Context: an optimization exercise on an open-source flow, tuned for small area and a short achievable clock period. The choices shown serve that exercise and are no tape-out recipe. Only simulation tests tie the RTL to the original design; equivalence was not proved.

==> 10-19 <==
==> flow/design.v <==
module rho_pi_inv_serial #(
    parameter bit BYPASS_RHO = 1'b0
) (
    input  logic        clk,
    input  logic        rst_n,
    input  logic        s_valid,
    output logic        s_ready,
    input  logic [63:0] s_data,
    output logic        m_valid,
    input  logic        m_ready,
    output logic [63:0] m_data,
    output logic        m_last,
    output logic        busy
);
    localparam logic [0:0] FILL  = 1'b0;
    localparam logic [0:0] DRAIN = 1'b1;
    logic [0:0]  state;
    logic [4:0]  wr_cnt;
    logic [4:0]  rd_cnt;
    logic [63:0] lanes [25];
    logic        in_hs;
    logic        out_hs;
    logic [4:0]  rd_src;
    logic [5:0]  rd_rot;
    function automatic logic [4:0] src_lane(input logic [4:0] m);
        logic [4:0] s;
        case (m)
            5'd0:  s = 5'd0;   5'd1:  s = 5'd10;  5'd2:  s = 5'd20;  5'd3:  s = 5'd5;
            5'd4:  s = 5'd15;  5'd5:  s = 5'd16;  5'd6:  s = 5'd1;   5'd7:  s = 5'd11;
            5'd8:  s = 5'd21;  5'd9:  s = 5'd6;   5'd10: s = 5'd7;   5'd11: s = 5'd17;
            5'd12: s = 5'd2;   5'd13: s = 5'd12;  5'd14: s = 5'd22;  5'd15: s = 5'd23;
            5'd16: s = 5'd8;   5'd17: s = 5'd18;  5'd18: s = 5'd3;   5'd19: s = 5'd13;
            5'd20: s = 5'd14;  5'd21: s = 5'd24;  5'd22: s = 5'd9;   5'd23: s = 5'd19;
            5'd24: s = 5'd4;
            default: s = 5'd0;
        endcase
        src_lane = s;
    endfunction
    function automatic logic [5:0] rot_amt(input logic [4:0] m);
        logic [5:0] k;
        case (m)
            5'd0:  k = 6'd0;   5'd1:  k = 6'd1;   5'd2:  k = 6'd62;  5'd3:  k = 6'd28;
            5'd4:  k = 6'd27;  5'd5:  k = 6'd36;  5'd6:  k = 6'd44;  5'd7:  k = 6'd6;
            5'd8:  k = 6'd55;  5'd9:  k = 6'd20;  5'd10: k = 6'd3;   5'd11: k = 6'd10;
            5'd12: k = 6'd43;  5'd13: k = 6'd25;  5'd14: k = 6'd39;  5'd15: k = 6'd41;
            5'd16: k = 6'd45;  5'd17: k = 6'd15;  5'd18: k = 6'd21;  5'd19: k = 6'd8;
            5'd20: k = 6'd18;  5'd21: k = 6'd2;   5'd22: k = 6'd61;  5'd23: k = 6'd56;
            5'd24: k = 6'd14;
            default: k = 6'd0;
        endcase
        rot_amt = k;
    endfunction
    function automatic logic [63:0] rotr(input logic [63:0] x, input logic [5:0] k);
        logic [127:0] d;
        d = {x, x} >> k;
        rotr = d[63:0];
    endfunction
    assign s_ready = rst_n && (state == FILL);
    assign m_valid = rst_n && (state == DRAIN);
    assign m_last  = m_valid && (rd_cnt == 5'd24);
    assign busy    = rst_n && ((state == DRAIN) || (wr_cnt != 5'd0));
    assign in_hs   = s_valid && s_ready;
    assign out_hs  = m_valid && m_ready;
    always_comb begin
        rd_src = src_lane(rd_cnt);
        rd_rot = BYPASS_RHO ? 6'd0 : rot_amt(rd_cnt);
        m_data = '0;
        if (m_valid) begin
            m_data = rotr(lanes[rd_src], rd_rot);
        end
    end
    always_ff @(posedge clk) begin
        if (in_hs) begin
            lanes[wr_cnt] <= s_data;
        end
    end
    always_ff @(posedge clk) begin
        if (!rst_n) begin
            state  <= FILL;
            wr_cnt <= '0;
            rd_cnt <= '0;
        end else if (state == FILL) begin
            if (in_hs) begin
                if (wr_cnt == 5'd24) begin
                    wr_cnt <= '0;
                    rd_cnt <= '0;
                    state  <= DRAIN;
                end else begin
                    wr_cnt <= wr_cnt + 5'd1;
                end
            end
        end else begin
            if (out_hs) begin
                if (rd_cnt == 5'd24) begin
                    rd_cnt <= '0;
                    state  <= FILL;
                end else begin
                    rd_cnt <= rd_cnt + 5'd1;
                end
            end
        end
    end
endmodule
==> flow/run.sh <==
#!/bin/bash
# synth_recipe.tcl (not shown) runs the flow's synth.tcl, then flattens the netlist and writes it again
# the make line also repeats each setting of config.mk as NAME=value (left out here)
make -C /OpenROAD-flow-scripts/flow DESIGN_CONFIG=/design/flow/config.mk WORK_HOME=/design/flow/orfs CLKGATE_MAP_FILE= SYNTH_SCRIPT=/design/flow/synth_recipe.tcl finish
==> flow/config.mk <==
export PLATFORM = sky130hd
export DESIGN_NAME = rho_pi_inv_serial
export DESIGN_NICKNAME = rho_pi_inv_serial
export VERILOG_FILES = /design/flow/design.v
export SDC_FILE = /design/flow/constraint.sdc
export NUM_CORES = 4
export LEC_CHECK = 0
export CAP_MARGIN = 20
export CORE_MARGIN = 2
export CORE_UTILIZATION = 40
export SETUP_SLACK_MARGIN = 0.3
export SLEW_MARGIN = 20
==> flow/constraint.sdc <==
create_clock -name core_clock -period 7.0 [get_ports {clk}]
set_input_delay 1.4000 -clock core_clock [delete_from_list [all_inputs] [get_ports {clk}]]
set_output_delay 1.4000 -clock core_clock [all_outputs]
set_load 0.01 [all_outputs]
==> 09-13: changes against 10-19 <==
==> flow/design.v, changed modules only <==
module rho_pi_inv_serial #(
    parameter bit BYPASS_RHO = 1'b0
) (
    input  logic        clk,
    input  logic        rst_n,
    input  logic        s_valid,
    output logic        s_ready,
    input  logic [63:0] s_data,
    output logic        m_valid,
    input  logic        m_ready,
    output logic [63:0] m_data,
    output logic        m_last,
    output logic        busy
);
    function automatic int src_lane(input int m);
        int s;
        case (m)
            0:  s = 0;   1:  s = 10;  2:  s = 20;  3:  s = 5;
            4:  s = 15;  5:  s = 16;  6:  s = 1;   7:  s = 11;
            8:  s = 21;  9:  s = 6;   10: s = 7;   11: s = 17;
            12: s = 2;   13: s = 12;  14: s = 22;  15: s = 23;
            16: s = 8;   17: s = 18;  18: s = 3;   19: s = 13;
            20: s = 14;  21: s = 24;  22: s = 9;   23: s = 19;
            24: s = 4;
            default: s = 0;
        endcase
        src_lane = s;
    endfunction
    function automatic int rot_amt(input int m);
        int k;
        case (m)
            0:  k = 0;   1:  k = 1;   2:  k = 62;  3:  k = 28;
            4:  k = 27;  5:  k = 36;  6:  k = 44;  7:  k = 6;
            8:  k = 55;  9:  k = 20;  10: k = 3;   11: k = 10;
            12: k = 43;  13: k = 25;  14: k = 39;  15: k = 41;
            16: k = 45;  17: k = 15;  18: k = 21;  19: k = 8;
            20: k = 18;  21: k = 2;   22: k = 61;  23: k = 56;
            24: k = 14;
            default: k = 0;
        endcase
        rot_amt = BYPASS_RHO ? 0 : k;
    endfunction
    logic        drain;      
    logic        busy_r;     
    logic [4:0]  wr_cnt;
    logic [4:0]  rd_cnt;
    logic [63:0] lanes [1:24];
    logic [63:0] out_r;
    logic [63:0] rd_next;
    assign s_ready = rst_n & ~drain;
    assign m_valid = rst_n & drain;
    assign busy    = rst_n & busy_r;
    assign m_data  = out_r;
    assign m_last  = rd_cnt[4] & rd_cnt[3];
    for (genvar i = 1; i < 25; i++) begin : g_lane
        always_ff @(posedge clk) begin
            if (!drain && wr_cnt == 5'(i)) lanes[i] <= s_data;
        end
    end
    always_comb begin
        rd_next = '0;
        for (int m = 1; m < 25; m++) begin
            if (rd_cnt == 5'(m - 1)) begin
                for (int j = 0; j < 64; j++) begin
                    rd_next[j] = rd_next[j] | lanes[src_lane(m)][(j + rot_amt(m)) % 64];
                end
            end
        end
    end
    always_ff @(posedge clk) begin
        if (drain) begin
            if (m_ready) out_r <= rd_next;
        end else if (wr_cnt == 5'd0) begin
            out_r <= s_data;
        end
    end
    always_ff @(posedge clk) begin
        if (!rst_n) begin
            drain  <= 1'b0;
            busy_r <= 1'b0;
            wr_cnt <= '0;
            rd_cnt <= '0;
        end else if (!drain) begin
            if (s_valid) begin
                busy_r <= 1'b1;
                if (wr_cnt == 5'd24) begin
                    wr_cnt <= '0;
                    rd_cnt <= '0;
                    drain  <= 1'b1;
                end else begin
                    wr_cnt <= wr_cnt + 5'd1;
                end
            end
        end else begin
            if (m_ready) begin
                if (rd_cnt == 5'd24) begin
                    rd_cnt <= '0;
                    drain  <= 1'b0;
                    busy_r <= 1'b0;
                end else begin
                    rd_cnt <= rd_cnt + 5'd1;
                end
            end
        end
    end
endmodule
==> summary of the runs <==
Against 09-13, the flip-flop and latch count of 10-19 is higher by 10.
Of 10-19 and 09-13, 09-13 has the higher routed wire length (gap 15%, measured against 09-13).
Between 09-13 and 10-19, the lower first-iteration DRC count is in 10-19 (gap about 80%, measured against 10-19).
Of 10-19 and 09-13, 10-19 has the higher synthesized area (gap 16%, measured against 09-13).
10-19 produced a clean layout. 09-13 finished with timing, DRC and antenna clean.

==> afterwards: timing with drivers on the ports <==
Ports are ideal in the flow. The routed layouts listed here were re-timed in OpenROAD.
Step 1 sets driving cells, clkbuf_16 on the clock port and buf_2 on the other inputs (assumed; they add their load-dependent delay and slew).
Step 2 times the ports against the registers' clock, not the clock port: input delays grow and output delays shrink by t, the midpoint of the rising clock arrivals with the driver on.
a / b / c = ideal / step 1 / step 2; a / b = the first two.
run | shift t [ns] | slack for setup (ns) | clock arrival spread, ns | worst data-port slew with drivers (ns)
10-19 | 0.891 | 0.300 / 0.217 / 0.881 | 0.043 / 0.043 | 0.22
09-13 | 0.843 | 2.795 / 2.794 / 2.794 | 0.042 / 0.042 | 0.06
After both steps every run listed still meets setup and hold. The setup slack of 09-13, which loses most, moves by -0.001 ns with the drivers and by -0.001 ns with both steps.
